This design comes from an exercise in tuning for a short achievable clock period and few clock cycles per item on the open sky130 flow, not from production work.
The RTL was checked by simulation tests, not by an equivalence proof against the original design.
No activity file was given, so power comes from the tool's default toggle rates.

## run R
==> flow/design.v <==
`timescale 1ns / 1ps
package dtq_pkg;
  localparam int QUEUE_DEPTH  = 16;
  localparam int RESULT_LIMIT = 16;
  localparam int TIME_W       = 48;
  localparam int HANDLE_W     = 8;
  localparam int CNT_W        = $clog2(QUEUE_DEPTH + 1);
  localparam int REL_W        = $clog2(RESULT_LIMIT);
  localparam int FIFO_DEPTH   = 2;
  localparam int FIFO_PTR_W   = $clog2(FIFO_DEPTH);
  localparam int FIFO_CNT_W   = $clog2(FIFO_DEPTH + 1);
  typedef enum logic {
    OP_ADD  = 1'b0,
    OP_TICK = 1'b1
  } op_t;
  typedef enum logic {
    ST_RELEASED = 1'b0,
    ST_REJECTED = 1'b1
  } status_t;
  typedef struct packed {
    op_t                 op;
    logic [TIME_W-1:0]   key;
    logic [HANDLE_W-1:0] handle;
  } cmd_t;
  typedef struct packed {
    logic             releasing;
    logic [CNT_W-1:0] count;
  } back_status_t;
endpackage
`timescale 1ns / 1ps
import dtq_pkg::*;
module dtq_front (
  input  logic                clk,
  input  logic                rst,
  input  logic                item_valid,
  output logic                item_stall,
  input  logic                kind,
  input  logic [TIME_W-1:0]   deadline,
  input  logic [HANDLE_W-1:0] handle,
  input  logic [TIME_W-1:0]   current_time,
  output logic                cmd_valid,
  output dtq_pkg::cmd_t       cmd,
  input  logic                cmd_take
);
  localparam int RW = 1 + TIME_W + HANDLE_W + TIME_W;
  logic          hd_v;
  logic          sp_v;
  logic [RW-1:0] hd_q;      
  logic [RW-1:0] sp_q;
  logic [RW-1:0] raw_in;
  logic          push;
  logic          pop;
  logic          c_v;
  dtq_pkg::cmd_t c_q;
  logic          c_load;
  assign raw_in     = {kind, deadline, handle, current_time};
  assign item_stall = sp_v;
  assign push       = item_valid && !sp_v;
  assign c_load     = !c_v || cmd_take;
  assign pop        = c_load && hd_v;
  assign cmd_valid  = c_v;
  assign cmd        = c_q;
  always_ff @(posedge clk) begin
    if (rst) begin
      hd_v <= 1'b0;
      sp_v <= 1'b0;
      c_v  <= 1'b0;
    end else begin
      if (sp_v) begin
        if (pop) begin
          hd_v <= 1'b1;
          sp_v <= 1'b0;
        end
      end else if (!hd_v || pop) begin
        hd_v <= push;
      end else begin
        sp_v <= push;
      end
      if (c_load) c_v <= hd_v;
    end
  end
  always_ff @(posedge clk) begin
    if (sp_v) begin
      if (pop) hd_q <= sp_q;
    end else if (!hd_v || pop) begin
      hd_q <= raw_in;
    end else begin
      sp_q <= raw_in;
    end
  end
  always_ff @(posedge clk) begin
    if (c_load) begin
      c_q.op     <= dtq_pkg::op_t'(hd_q[RW-1]);
      c_q.key    <= hd_q[RW-1] ? hd_q[TIME_W-1:0] : hd_q[RW-2 -: TIME_W];
      c_q.handle <= hd_q[TIME_W +: HANDLE_W];
    end
  end
endmodule
`timescale 1ns / 1ps
import dtq_pkg::*;
module dtq_back (
  input  logic                clk,
  input  logic                rst,
  input  logic                cmd_valid,
  input  dtq_pkg::cmd_t       cmd,
  output logic                cmd_take,
  output logic                result_valid,
  input  logic                result_stall,
  output logic                status,
  output logic [HANDLE_W-1:0] out_handle,
  output logic [TIME_W-1:0]   out_deadline,
  output logic                last
);
  localparam int N  = QUEUE_DEPTH;
  localparam int NC = 8;              
  localparam int CW = TIME_W / NC;
  localparam int BW = TIME_W + HANDLE_W + 2;    
  logic [N-1:0]        c_v;
  logic [N-1:0]        c_f;      
  logic [N-1:0]        c_l;      
  logic [TIME_W-1:0]   c_dl [N];
  logic [HANDLE_W-1:0] c_hd [N];
  logic                h_v;
  logic                h_op;
  logic [TIME_W-1:0]   h_key;
  logic [HANDLE_W-1:0] h_hd;
  logic [N-1:0]        h_gt;     
  logic                h_take;
  logic                q_v;
  logic                q_op;
  logic [TIME_W-1:0]   q_key;
  logic [HANDLE_W-1:0] q_hd;
  logic [N-1:0]        q_cg [NC];    
  logic [N-1:0]        q_ce [NC];    
  logic [NC-1:0]       q_xg, q_xe;   
  logic                q_move;
  logic [N-1:0]        p_cg [NC];
  logic [N-1:0]        p_ce [NC];
  logic [NC-1:0]       p_hg, p_he;   
  logic [NC-1:0]       p_qg, p_qe;   
  logic                p_move;
  logic [BW-1:0]       r_e [2];
  logic                r_rd;
  logic                r_wr;
  logic [1:0]          r_n;
  logic                r_room;
  logic                r_take;
  logic                o_v;
  logic [BW-1:0]       o_q;
  logic [N-1:0] g;       
  logic [N-1:0] e;       
  logic [N-1:0] q_gt;
  logic         q_gx;
  logic is_add, is_tick, full, pop, do_ins, do_rej, do_tick;
  logic beat_v;
  logic [BW-1:0] beat_q;
  logic [N:0] sh, nw;
  assign is_add  = h_v && (h_op == OP_ADD);
  assign is_tick = h_v && (h_op == OP_TICK);
  assign full    = c_v[N-1] && !c_f[0];
  assign r_room  = !r_n[1];
  assign pop     = c_f[0] && r_room;
  assign do_rej  = is_add && full && r_room;
  assign do_ins  = is_add && !full && (!c_v[N-1] || pop);
  assign do_tick = is_tick;
  assign h_take  = (h_op == OP_TICK) || !c_v[N-1] || r_room;
  assign q_move   = !h_v || h_take;
  assign p_move   = q_move;
  assign cmd_take = p_move;
  genvar gi;
  generate
    for (gi = 0; gi < N; gi++) begin : g_cmp
      assign g[gi] = c_v[gi] && !c_f[gi] && h_gt[gi];
      assign e[gi] = c_v[gi] && !c_f[gi] && !h_gt[gi];
      for (genvar ci = 0; ci < NC; ci++) begin : g_ch
        assign p_cg[ci][gi] = c_dl[gi][ci*CW +: CW] >  cmd.key[ci*CW +: CW];
        assign p_ce[ci][gi] = c_dl[gi][ci*CW +: CW] == cmd.key[ci*CW +: CW];
      end
    end
    for (gi = 0; gi < NC; gi++) begin : g_chx
      assign p_hg[gi] = h_key[gi*CW +: CW] >  cmd.key[gi*CW +: CW];
      assign p_he[gi] = h_key[gi*CW +: CW] == cmd.key[gi*CW +: CW];
      assign p_qg[gi] = q_key[gi*CW +: CW] >  cmd.key[gi*CW +: CW];
      assign p_qe[gi] = q_key[gi*CW +: CW] == cmd.key[gi*CW +: CW];
    end
  endgenerate
  function automatic logic chunk_gt (input logic [NC-1:0] cg, input logic [NC-1:0] ce);
    logic [NC-1:0] g, e;
    g = cg;
    e = ce;
    for (int w = 1; w < NC; w = w * 2) begin
      for (int c = 0; c + w < NC; c = c + 2 * w) begin
        g[c] = g[c+w] || (e[c+w] && g[c]);
        e[c] = e[c+w] && e[c];
      end
    end
    chunk_gt = g[0];
  endfunction
  always_comb begin
    for (int i = 0; i < N; i++) begin
      logic [NC-1:0] cg, ce;
      for (int c = 0; c < NC; c++) begin
        cg[c] = q_cg[c][i];
        ce[c] = q_ce[c][i];
      end
      q_gt[i] = chunk_gt(cg, ce);
    end
  end
  assign q_gx = chunk_gt(q_xg, q_xe);
  always_comb begin
    for (int j = 0; j <= N; j++) begin
      logic gp, gj, vp, vj;
      gp = (j == 0) ? 1'b0 : g[(j == 0) ? 0 : j-1];
      gj = (j == N) ? 1'b0 : g[(j == N) ? 0 : j];
      vp = (j == 0) ? 1'b1 : c_v[(j == 0) ? 0 : j-1];
      vj = (j == N) ? 1'b0 : c_v[(j == N) ? 0 : j];
      sh[j] = do_ins && gp;
      nw[j] = do_ins && !gp && (gj || (!vj && vp));
    end
  end
  function automatic logic [N-1:0] upd (input logic [N-1:0] f, input logic fn,
                                        input logic [N:0] s, input logic [N:0] n,
                                        input logic p);
    logic [N:0] a;
    logic [N:0] fx;
    fx = {1'b0, f};
    for (int j = 0; j <= N; j++) begin
      a[j] = s[j] ? fx[(j == 0) ? 0 : j-1] : n[j] ? fn : fx[j];
    end
    upd = p ? a[N:1] : a[N-1:0];
  endfunction
  logic [N-1:0] f_t, l_t;
  always_comb begin
    f_t = c_f;
    l_t = c_l;
    if (do_tick) begin
      for (int i = 0; i < N; i++) begin
        if (e[i]) begin
          f_t[i] = 1'b1;
          l_t[i] = (i == N-1) ? 1'b1 : !e[(i == N-1) ? 0 : i+1];
        end
      end
    end
  end
  always_ff @(posedge clk) begin
    if (rst) begin
      c_v <= '0;
      c_f <= '0;
      c_l <= '0;
    end else begin
      c_v <= upd(c_v, 1'b1, sh, nw, pop);
      c_f <= upd(f_t, 1'b0, sh, nw, pop);
      c_l <= upd(l_t, 1'b0, sh, nw, pop);
    end
  end
  always_ff @(posedge clk) begin
    for (int i = 0; i < N; i++) begin
      if (pop) begin
        if (sh[i+1]) begin
          c_dl[i] <= c_dl[i];
          c_hd[i] <= c_hd[i];
        end else if (nw[i+1]) begin
          c_dl[i] <= h_key;
          c_hd[i] <= h_hd;
        end else if (i < N-1) begin
          c_dl[i] <= c_dl[(i == N-1) ? i : i+1];
          c_hd[i] <= c_hd[(i == N-1) ? i : i+1];
        end
      end else if (do_ins) begin
        if (i > 0 && sh[i]) begin
          c_dl[i] <= c_dl[(i == 0) ? 0 : i-1];
          c_hd[i] <= c_hd[(i == 0) ? 0 : i-1];
        end else if (nw[i]) begin
          c_dl[i] <= h_key;
          c_hd[i] <= h_hd;
        end
      end
    end
  end
  always_ff @(posedge clk) begin
    if (rst) h_v <= 1'b0;
    else if (q_move) h_v <= q_v;
  end
  always_ff @(posedge clk) begin
    if (q_move) begin
      h_op  <= q_op;
      h_key <= q_key;
      h_hd  <= q_hd;
      h_gt  <= upd(q_gt, q_gx, sh, nw, pop);
    end
  end
  always_ff @(posedge clk) begin
    if (rst) q_v <= 1'b0;
    else if (p_move) q_v <= cmd_valid;
  end
  always_ff @(posedge clk) begin
    if (p_move) begin
      q_op  <= cmd.op;
      q_key <= cmd.key;
      q_hd  <= cmd.handle;
      for (int c = 0; c < NC; c++) begin
        q_cg[c] <= upd(p_cg[c], p_hg[c], sh, nw, pop);
        q_ce[c] <= upd(p_ce[c], p_he[c], sh, nw, pop);
      end
      q_xg  <= p_qg;
      q_xe  <= p_qe;
    end
  end
  assign beat_v = pop || do_rej;
  assign beat_q = do_rej ? {ST_REJECTED, h_hd, h_key, 1'b1}
                         : {ST_RELEASED, c_hd[0], c_dl[0], c_l[0]};
  assign r_take = o_v && !result_stall;
  always_ff @(posedge clk) begin
    if (rst) begin
      r_rd <= 1'b0;
      r_wr <= 1'b0;
      r_n  <= 2'd0;
      o_v  <= 1'b0;
    end else begin
      r_rd <= r_rd ^ r_take;
      r_wr <= r_wr ^ beat_v;
      r_n  <= r_n + {1'b0, beat_v} - {1'b0, r_take};
      o_v  <= (r_n != 2'd0 && !(r_n == 2'd1 && r_take)) || beat_v;
    end
  end
  always_ff @(posedge clk) begin
    if (beat_v) r_e[r_wr] <= beat_q;
  end
  logic [BW-1:0] o_keep, o_next;
  assign o_keep = (r_n == 2'd0) ? beat_q : r_e[r_rd];
  assign o_next = r_n[1] ? r_e[!r_rd] : beat_q;
  always_ff @(posedge clk) begin
    o_q <= r_take ? o_next : o_keep;
  end
  assign result_valid = o_v;
  assign {status, out_handle, out_deadline, last} = o_q;
endmodule
`timescale 1ns / 1ps
import dtq_pkg::*;
module deadline_timer_queue (
  input  logic                clk,
  input  logic                rst,
  input  logic                item_valid,
  output logic                item_stall,
  input  logic                kind,
  input  logic [TIME_W-1:0]   deadline,
  input  logic [HANDLE_W-1:0] handle,
  input  logic [TIME_W-1:0]   current_time,
  output logic                result_valid,
  input  logic                result_stall,
  output logic                status,
  output logic [HANDLE_W-1:0] out_handle,
  output logic [TIME_W-1:0]   out_deadline,
  output logic                last
);
  logic          cmd_valid;
  dtq_pkg::cmd_t cmd;
  logic          cmd_take;
  dtq_front u_front (
    .clk          (clk),
    .rst          (rst),
    .item_valid   (item_valid),
    .item_stall   (item_stall),
    .kind         (kind),
    .deadline     (deadline),
    .handle       (handle),
    .current_time (current_time),
    .cmd_valid    (cmd_valid),
    .cmd          (cmd),
    .cmd_take     (cmd_take)
  );
  dtq_back u_back (
    .clk          (clk),
    .rst          (rst),
    .cmd_valid    (cmd_valid),
    .cmd          (cmd),
    .cmd_take     (cmd_take),
    .result_valid (result_valid),
    .result_stall (result_stall),
    .status       (status),
    .out_handle   (out_handle),
    .out_deadline (out_deadline),
    .last         (last)
  );
endmodule
make LEC_CHECK=0 ABC_CLOCK_PERIOD_IN_PS=2500 CAP_MARGIN=20 CORE_MARGIN=2 CORE_UTILIZATION=40 SETUP_SLACK_MARGIN=4.3 SLEW_MARGIN=20 finish   # period 7.0 ns
run.sh (not shown) runs the stock make flow with config.mk's settings and CLKGATE_MAP_FILE= SYNTH_SCRIPT=/design/flow/synth_recipe.tcl, a recipe that flattens the netlist after the stock synthesis.
Testbench counts of run R, summed over its fixed seeds: cycles 19,335, items 19,216.
Input changes introduced in run K (baseline for comparison: run R):
--- a/flow/design.v
+++ b/flow/design.v
@@ -125,6 +125,8 @@
   logic [TIME_W-1:0]   h_key;
   logic [HANDLE_W-1:0] h_hd;
   logic [N-1:0]        h_gt;     
+  logic [N-1:0]        h_g;      
+  logic [N:0]          h_n;      
   logic                h_take;
   logic                q_v;
   logic                q_op;
@@ -147,7 +149,6 @@
   logic                r_take;
   logic                o_v;
   logic [BW-1:0]       o_q;
-  logic [N-1:0] g;       
   logic [N-1:0] e;       
   logic [N-1:0] q_gt;
   logic         q_gx;
@@ -155,6 +156,8 @@
   logic beat_v;
   logic [BW-1:0] beat_q;
   logic [N:0] sh, nw;
+  logic [N-1:0] v_nx, f_nx, gt_nx, g_nx;
+  logic [N:0]   n_nx;
   assign is_add  = h_v && (h_op == OP_ADD);
   assign is_tick = h_v && (h_op == OP_TICK);
   assign full    = c_v[N-1] && !c_f[0];
@@ -170,7 +173,6 @@
   genvar gi;
   generate
     for (gi = 0; gi < N; gi++) begin : g_cmp
-      assign g[gi] = c_v[gi] && !c_f[gi] && h_gt[gi];
       assign e[gi] = c_v[gi] && !c_f[gi] && !h_gt[gi];
       for (genvar ci = 0; ci < NC; ci++) begin : g_ch
         assign p_cg[ci][gi] = c_dl[gi][ci*CW +: CW] >  cmd.key[ci*CW +: CW];
@@ -210,12 +212,9 @@
   always_comb begin
     for (int j = 0; j <= N; j++) begin
       logic gp, gj, vp, vj;
-      gp = (j == 0) ? 1'b0 : g[(j == 0) ? 0 : j-1];
-      gj = (j == N) ? 1'b0 : g[(j == N) ? 0 : j];
-      vp = (j == 0) ? 1'b1 : c_v[(j == 0) ? 0 : j-1];
-      vj = (j == N) ? 1'b0 : c_v[(j == N) ? 0 : j];
+      gp = (j == 0) ? 1'b0 : h_g[(j == 0) ? 0 : j-1];
       sh[j] = do_ins && gp;
-      nw[j] = do_ins && !gp && (gj || (!vj && vp));
+      nw[j] = do_ins && h_n[j];
     end
   end
   function automatic logic [N-1:0] upd (input logic [N-1:0] f, input logic fn,
@@ -242,14 +241,28 @@
       end
     end
   end
+  assign v_nx  = upd(c_v, 1'b1, sh, nw, pop);
+  assign f_nx  = upd(f_t, 1'b0, sh, nw, pop);
+  assign gt_nx = upd(q_gt, q_gx, sh, nw, pop);
+  assign g_nx  = v_nx & ~f_nx & gt_nx;
+  always_comb begin
+    for (int j = 0; j <= N; j++) begin
+      logic gp, gj, vp, vj;
+      gp = (j == 0) ? 1'b0 : g_nx[(j == 0) ? 0 : j-1];
+      gj = (j == N) ? 1'b0 : g_nx[(j == N) ? 0 : j];
+      vp = (j == 0) ? 1'b1 : v_nx[(j == 0) ? 0 : j-1];
+      vj = (j == N) ? 1'b0 : v_nx[(j == N) ? 0 : j];
+      n_nx[j] = !gp && (gj || (!vj && vp));
+    end
+  end
   always_ff @(posedge clk) begin
     if (rst) begin
       c_v <= '0;
       c_f <= '0;
       c_l <= '0;
     end else begin
-      c_v <= upd(c_v, 1'b1, sh, nw, pop);
-      c_f <= upd(f_t, 1'b0, sh, nw, pop);
+      c_v <= v_nx;
+      c_f <= f_nx;
       c_l <= upd(l_t, 1'b0, sh, nw, pop);
     end
   end
@@ -286,7 +299,9 @@
       h_op  <= q_op;
       h_key <= q_key;
       h_hd  <= q_hd;
-      h_gt  <= upd(q_gt, q_gx, sh, nw, pop);
+      h_gt  <= gt_nx;
+      h_g   <= g_nx;
+      h_n   <= n_nx;
     end
   end
   always_ff @(posedge clk) begin
--- outcome ---
- Taking run R as the reference, in run K final standard cell area without fillers climbed 15,000 µm², overall die width climbed 25 µm, number of standard cells in the final layout excluding fillers climbed 2,790.
- [compare] base=run R new=run K: fraction of cell area in non-clock buffers neither gained nor lost much; routed length per placed instance lost about 4%.
- Each of the runs, namely run K and run R, reached the end of the flow and came out clean.
- Of run K and run R, it is run K that has the higher synthesized cell count.
- As of run K, tap cell count had risen by more than 10% compared to run R.
- Part of the total power dissipated in combinational logic: run K < run R
- Per the comparison of run K with run R, final worst setup slack has decreased, remaining max-slew budget at the tightest pin has increased, period utilization has increased.
Testbench counts of run K, summed over its fixed seeds: cycles 19,335, items 19,216.

what the ideal ports hide:
The flow's constraints put no driver on any port. The routed layouts listed below were extracted and timed again, unchanged, in two steps. Step 1 (the two cells are an assumption about what drives the block):
set clk [get_ports {clk}]
set_driving_cell -lib_cell sky130_fd_sc_hd__clkbuf_16 $clk
set_driving_cell -lib_cell sky130_fd_sc_hd__buf_2 [delete_from_list [all_inputs] $clk]
Step 2 times the ports against the registers' clock, not the clock port: input delays grow and output delays shrink by t, the midpoint of the rising clock arrivals with the driver on. Slacks: no drivers / after step 1 / after step 2; pairs: no drivers / after step 1.
| run | t (ns) | setup WS [ns] | worst slew at a driven data input, ns | pins driven straight from the clock port |
|---|---|---|---|---|
| run R | 1.000 | 4.177 / 4.120 / 3.541 | 0.06 | 1 |
| run K | 1.038 | 4.114 / 4.032 / 3.486 | 0.20 | 1 |
After both steps setup and hold are still met in every run listed. The setup slack of run R, which loses most, moves by -0.057 ns with the drivers and by -0.636 ns with both steps.
